Context: an optimization exercise on an open-source flow, tuned for small area, a short achievable clock period and few clock cycles per item. The choices shown serve that exercise and are no tape-out recipe.
Function not checked in this run: the RTL went through the layout flow alone.

$ cat flow/design.v
module ccu_muldiv_seq (
    input  logic        clk,
    input  logic        rst,
    input  logic        start,
    input  logic [7:0]  alu_mode,
    input  logic [31:0] src1,
    input  logic [31:0] src2,
    input  logic        flush,
    output logic        stall,
    output logic        done,
    output logic [31:0] result,
    output logic        ccu_ans_mux_sel,
    output logic [1:0]  state_dbg
);
    localparam logic [1:0] S_IDLE = 2'd0, S_MUL = 2'd1, S_DIV = 2'd2, S_DONE = 2'd3;
    function automatic logic [5:0] blen(input logic [31:0] x);
        blen = 6'd0;
        for (int i = 0; i < 32; i++)
            if (x[i]) blen = 6'(i + 1);
    endfunction
    logic [1:0]  state;
    logic        dinit;      
    logic [5:0]  ptr;        
    logic [31:0] M;          
    logic [31:0] D;          
    logic [31:0] R;          
    logic [31:0] H;          
    logic        msign;      
    logic        dsign;      
    logic        sel_r;      
    logic        negres;     
    logic [2:0]  op;
    logic        is_md, accept, s1, s2, neg1, neg2, dz, swap, early;
    logic [5:0]  w1, w2, wm;
    logic [6:0]  i0;
    logic [31:0] abs1;
    assign op     = alu_mode[2:0];
    assign is_md  = (alu_mode[7:4] == 4'h4);
    assign accept = (state == S_IDLE) & start & is_md & ~flush;
    assign s1     = op[2] ? ~op[0] : (op[1:0] != 2'b11);
    assign s2     = op[2] ? ~op[0] : ~op[1];
    assign neg1   = s1 & src1[31];
    assign neg2   = s2 & src2[31];
    assign w1     = blen(src1 ^ {32{neg1}});
    assign w2     = blen(src2 ^ {32{neg2}});
    assign dz     = (src2 == 32'd0);
    assign swap   = (w2 < w1);
    assign wm     = swap ? w2 : w1;
    assign i0     = {1'b0, w1} + {6'd0, neg1} - {1'b0, w2};
    assign early  = dz | i0[6];
    assign abs1   = neg1 ? (32'd0 - src1) : src1;
    logic [34:0] mx;           
    logic [2:0]  win;
    logic        dbit;
    logic        b_one, b_two, b_neg;
    logic [34:0] dext, mag, ya, xa, sum;
    logic        is_div, ge;
    assign is_div = (state == S_DIV);
    assign mx     = {{2{msign & M[31]}}, M, 1'b0};
    assign win    = mx[{ptr[4:0], 1'b0} +: 3];
    assign dbit   = mx[ptr + 6'd1];
    assign dext   = {{3{dsign & D[31]}}, D};
    always_comb begin
        if (is_div) begin
            b_one = 1'b0;
            b_two = 1'b1;
            b_neg = ~(dsign & D[31]);
        end else begin
            b_one = win[1] ^ win[0];
            b_two = (win[2] & ~win[1] & ~win[0]) | (~win[2] & win[1] & win[0]);
            b_neg = win[2];
        end
    end
    assign mag = b_one ? dext : (b_two ? {dext[33:0], 1'b0} : 35'd0);
    assign ya  = mag ^ {35{b_neg}};
    assign xa  = {1'b0, is_div ? R[31:30] : 2'b00, R[29:0], is_div & dbit, 1'b0};
    assign sum = xa + ya + {34'd0, b_neg};
    assign ge  = ~sum[34];
    logic [31:0] r_init;
    assign r_init = (M >> 1) >> ptr;
    always_ff @(posedge clk or posedge rst) begin
        if (rst) begin
            state <= S_IDLE;
            dinit <= 1'b0;
        end else begin
            case (state)
                S_IDLE: if (accept) begin
                    if (!op[2])     state <= S_MUL;
                    else if (early) state <= S_DONE;
                    else            state <= S_DIV;
                    dinit <= 1'b1;
                end
                S_MUL: begin
                    if (flush)             state <= S_IDLE;
                    else if (ptr == 6'd0)  state <= S_DONE;
                end
                S_DIV: begin
                    dinit <= 1'b0;
                    if (flush)                     state <= S_IDLE;
                    else if (!dinit && ptr == 6'd0) state <= S_DONE;
                end
                default: state <= S_IDLE;
            endcase
        end
    end
    always_ff @(posedge clk) begin
        case (state)
            S_IDLE: if (accept) begin
                if (op[2]) begin
                    M      <= abs1;
                    D      <= src2;
                    msign  <= 1'b0;
                    dsign  <= s2;
                    ptr    <= i0[5:0];
                    sel_r  <= op[1];
                    negres <= ~early & (op[1] ? neg1 : (neg1 ^ neg2));
                end else begin
                    M      <= swap ? src2 : src1;
                    D      <= swap ? src1 : src2;
                    msign  <= swap ? s2 : s1;
                    dsign  <= swap ? s1 : s2;
                    ptr    <= {1'b0, wm[5:1]};
                    sel_r  <= (op[1:0] == 2'b00);
                    negres <= 1'b0;
                end
                R <= op[2] ? src1 : 32'd0;
                H <= {32{op[2] & dz}};
            end
            S_MUL: begin
                ptr <= ptr - 6'd1;
                R   <= sum[31:0];
                H   <= {H[29:0], R[31:30]} + {{29{sum[34]}}, sum[34:32]};
            end
            S_DIV: begin
                if (dinit) begin
                    R <= r_init;
                end else begin
                    ptr <= ptr - 6'd1;
                    R   <= ge ? sum[32:1] : {R[30:0], dbit};
                    H   <= {H[30:0], ge};
                end
            end
            default: ;
        endcase
    end
    logic [31:0] xres;
    assign xres = sel_r ? R : H;
    assign result          = (xres ^ {32{negres}}) + {31'd0, negres};
    assign stall           = accept | (state == S_MUL) | (state == S_DIV);
    assign done            = (state == S_DONE);
    assign ccu_ans_mux_sel = done;
    assign state_dbg       = state;
endmodule
$ cat flow/run.sh
#!/bin/bash
# synth_recipe.tcl (not shown) runs the flow's synth.tcl, then flattens the netlist and writes it again
# the make line also repeats each setting of config.mk as NAME=value (left out here)
make -C /OpenROAD-flow-scripts/flow DESIGN_CONFIG=/design/flow/config.mk WORK_HOME=/design/flow/orfs CLKGATE_MAP_FILE= SYNTH_SCRIPT=/design/flow/synth_recipe.tcl finish
$ cat flow/config.mk
export PLATFORM = sky130hd
export DESIGN_NAME = ccu_muldiv_seq
export DESIGN_NICKNAME = ccu_muldiv_seq
export VERILOG_FILES = /design/flow/design.v
export SDC_FILE = /design/flow/constraint.sdc
export NUM_CORES = 4
export LEC_CHECK = 0
export CAP_MARGIN = 20
export CORE_MARGIN = 2
export CORE_UTILIZATION = 40
export SLEW_MARGIN = 20
$ cat flow/constraint.sdc
create_clock -name core_clock -period 10.5 [get_ports {clk}]
set_input_delay 2.1000 -clock core_clock [delete_from_list [all_inputs] [get_ports {clk}]]
set_output_delay 2.1000 -clock core_clock [all_outputs]
set_load 0.01 [all_outputs]
==> notes.md <==
-- layout by cell type, fill, tap and decap left out, drive strengths merged, types with 36 or more instances in the layout --
cell type,count
nor2,169
buf,44
a21o,60
o21ai,191
edfxtp,138
a21oi,153
nand2,244
a22oi,43
o211ai,46
mux4,42
nor3,48
xor2,36
ha,92
inv,80
nand3,51
clkdlybuf4s50,110
xnor2,142
mux2i,107
-- through the flow --
| step | hold WS, ps | area, µm² | cells | setup WS (ps) |
|---|---|---|---|---|
| CTS | 581 | 20100 | 2815 | 481 |
| floorplan | 539 | 18000 | 2199 | 1920 |
| detailed placement | 565 | 19600 | 2783 | 527 |
| global placement | 560 | 19600 | 2783 | 660 |
| finish | 579 | 20200 | 2815 | 574 |
| global route | 605 | 20200 | 2815 | 79.7 |
-- registers in the layout, indices dropped and copies added (netlist names), 2 cells and up --
name / count
state: 2
R: 32
D: 32
M: 32
H: 32
ptr: 6
-- area by class of cell --
class	count	share of cell area, %
inverters	73	1.37
repair buffers	154	7.15
clock buffers	18	2.13
flip-flops and latches	141	20.9
multi-input cells	1823	64.1
well taps	592	3.68
clock inverters	14	0.621
-- synthesized netlist by cell type, types with 15 or more instances --
master	number
o21ai_0	172
a22oi_1	42
ha_1	92
and3_1	30
buf_1	19
a21o_1	60
o21a_1	15
o21ai_1	18
nand2b_1	17
inv_1	70
or3_1	19
nor2b_1	29
o211ai_1	43
clkbuf_1	116
nor3_1	46
mux2_2	22
edfxtp_1	138
nand2_1	243
xnor2_1	142
a21oi_1	153
nand4_1	15
mux4_2	42
buf_2	18
nand3_1	51
nor2_1	169
a31oi_1	19
mux2i_1	107
xor2_1	35
-- how the worst max path moves through the flow --
stage | from | to | slack, ps | cells after the start
2_1_floorplan | ptr[1] | H[31] | 1920 | 33
3_3_place_gp | ptr[0] | H[31] | 660 | 33
3_5_place_dp | ptr[0] | H[31] | 530 | 33
4_1_cts | ptr[0] | H[31] | 480 | 33
5_1_grt | ptr[0] | H[28] | 80 | 33
6_report | ptr[0] | H[31] | 570 | 32
-- cells by family after synthesis --
family                     after synthesis  share of synthesized area, %
adders and majority gates               96                          6.77
xor gates and xnor gates               179                          8.88
DFF                                    141                          23.4
AOI/OAI and AO/OA                      681                          24.7
and+or+nand+nor                        688                          17.9
muxes                                  179                          13.1
buffers and inverters                  235                          5.27
-- worst max-delay path, delay by kind of cell (launching register included) --
family                     cells  cell delay, ps
xor gates and xnor gates       2             800
DFF                            1             830
and+or+nand+nor                2             300
buffers and inverters          3             710
muxes                          2             820
adders and majority gates      3            1400
AOI/OAI and AO/OA             20            4810
-- layer usage --
| layer | routed length [µm] | track usage, % | up-vias |
|---|---|---|---|
| met2 | 30200 | 44.8 | 794 |
| met4 | 3200 | 12.7 | 0 |
| met1 | 26700 | 35.4 | 8368 |
| li1 | - | - | 8187 |
| met3 | 4500 | 3.42 | 127 |
| met5 | 0 | 0 | - |
==> results.tsv <==
stage	metric	value	unit
synth	Mapped Cells	2199	
sta	fin crit period	9930	ps
route	DRC viols	0	
worst_hold_path	Tightest Hold Check Type	flip-flop to flip-flop	
clock_tree	CTS Hold Buffers Added	0	
route	vias after detailed routing	17476	
sta	relative slew slack	22.2	%
synth	yosys warns	1	
job	max-cap viol count	0	
critical_path	crit path DAT	10120	ps
critical_path	FF-to-FF End	H[31]	
clock_tree	Clock Latency Late Sink	460	ps
floorplanning	row cnt	77	
place	Placer Congestion	0.948	
sta	final period utilization	94.5	%
sta	Hold Violations, Final	0	
critical_path	CP endpoint kind	flip-flop	
sta	RSZ-0062 raised after global routing	false	
global_route	vias in the first global route	16616	
critical_path	r2r setup slk	570	ps
route	WL per Instance	22.9	µm
synth	Yosys top cell area share	23.0	%
clock_tree	H-Tree Depth	4	
sta	Final Skew	19.6	ps
run_status	outcome	finished clean	
clock_tree	clock sink total	141	
global_route	global route overflow	0	
route	wirelength, routed	64600	µm
global_route	overall global routing resource usage	27.2	%
critical_path	crit path launch type	flip-flop	
clock_tree	TritonCTS buffer count	17	
layout	Fillers	4445	
worst_hold_path	hold path depth	2	
sta	Setup TNS	0	ps
sta	Final Max Tran Viols	0	
route	Initial DRT Pass Iterations	6	
worst_hold_path	hold_sp	H[30]	
synth	mapped cell area	18000	µm²
clock_tree	clock tree buffer depth	2	
floorplanning	Starting Density	40.7	%
place	HPWL Detailed	50200	µm
global_route	first-pass GRT wire length	98100	µm
route	Initial DRC Count	1738	
clock_tree	cts repair resizes	0	
layout	Antenna diodes	0	
layout	Final #Nets	2381	
synth	Post-synth EDFFs	138	
route	post-route antenna net violation count	0	
critical_path	CP max-delay cell	edfxtp_1	
worst_hold_path	Hold EP	H[31]	
critical_path	CP peak stage delay	830	ps
route	vias per cell	6.21	
layout	area of the multi-input gates	12900	µm²
clock_tree	Reg clk slew, reported paths	70	ps
layout	FF/Latch Area	4220	µm²
critical_path	worst-case reg-to-reg path depth	32	
synth	number of library cell types mapped by synthesis	97	
clock_tree	setup repair bufs after CTS	0	
clock_tree	CTS tree	built	
floorplanning	Die ar.	46800	µm²
floorplanning	Die Span Y	216	µm
place	number of port buffers	111	
layout	Area Growth Syn to Fin	11.8	%
synth	Synth async-reset ratio	2.13	%
global_route	largest net degree at the start of global routing	73	
layout	Final Core Density	45.5	%
floorplanning	core area	44300	µm²
synth	register bit total from synthesis	141	
sta	Least-Margin Pin Slew	1170	ps
critical_path	CP most frequent cell	a21oi_1	
synth	sequential-to-total area share from yosys stat	23.4	%
synth	Synth Area per Inst	8.20	µm²
synth	post-synth top area cell	edfxtp_1	
layout	share of layout cells above drive strength 1	8.28	%
critical_path	Worst EP required	10690	ps
critical_path	RR Startpoint	ptr[0]	
floorplanning	die width	216	µm
sta	fmax	101	MHz
global_route	antenna violations before repair	0	
floorplanning	Top Ports	113	
clock_tree	clock root cell	clkbuf_16	
synth	ys flop type	edfxtp_1	
critical_path	Worst Path Max Fanout	24	
critical_path	CP Class	flip-flop to flip-flop	
synth	Synth area leaders	edfxtp_1, xnor2_1, ha_1, mux2i_1, mux4_2	
synth	Net Count, Synth	2370	
sta	final setup fails	0	

separate check: timing with driven ports:
No port has a modelled driver above. Below, the same layout with a new extraction and two added sets of constraints.
Step 1 sets driving cells, clkbuf_16 on the clock port and buf_2 on the other inputs (assumed; they add their load-dependent delay and slew).
Step 2 times the ports against the registers' clock, not the clock port: input delays grow and output delays shrink by t, the midpoint of the rising clock arrivals with the driver on.
a / b / c = ideal ports / drivers / drivers and shift; a / b = the first two.
t, ns: 0.503
setup slack, ns: 0.574 / 0.574 / 0.574
worst register clock-pin slew, ns: 0.08 / 0.08
worst slew at a driven data input, ns: 0.10
cell pins on the clock port's net: 1
After both steps setup and hold are still met in this run. For this run, drivers alone change the setup slack by 0.000 ns; drivers and shift together by 0.000 ns.
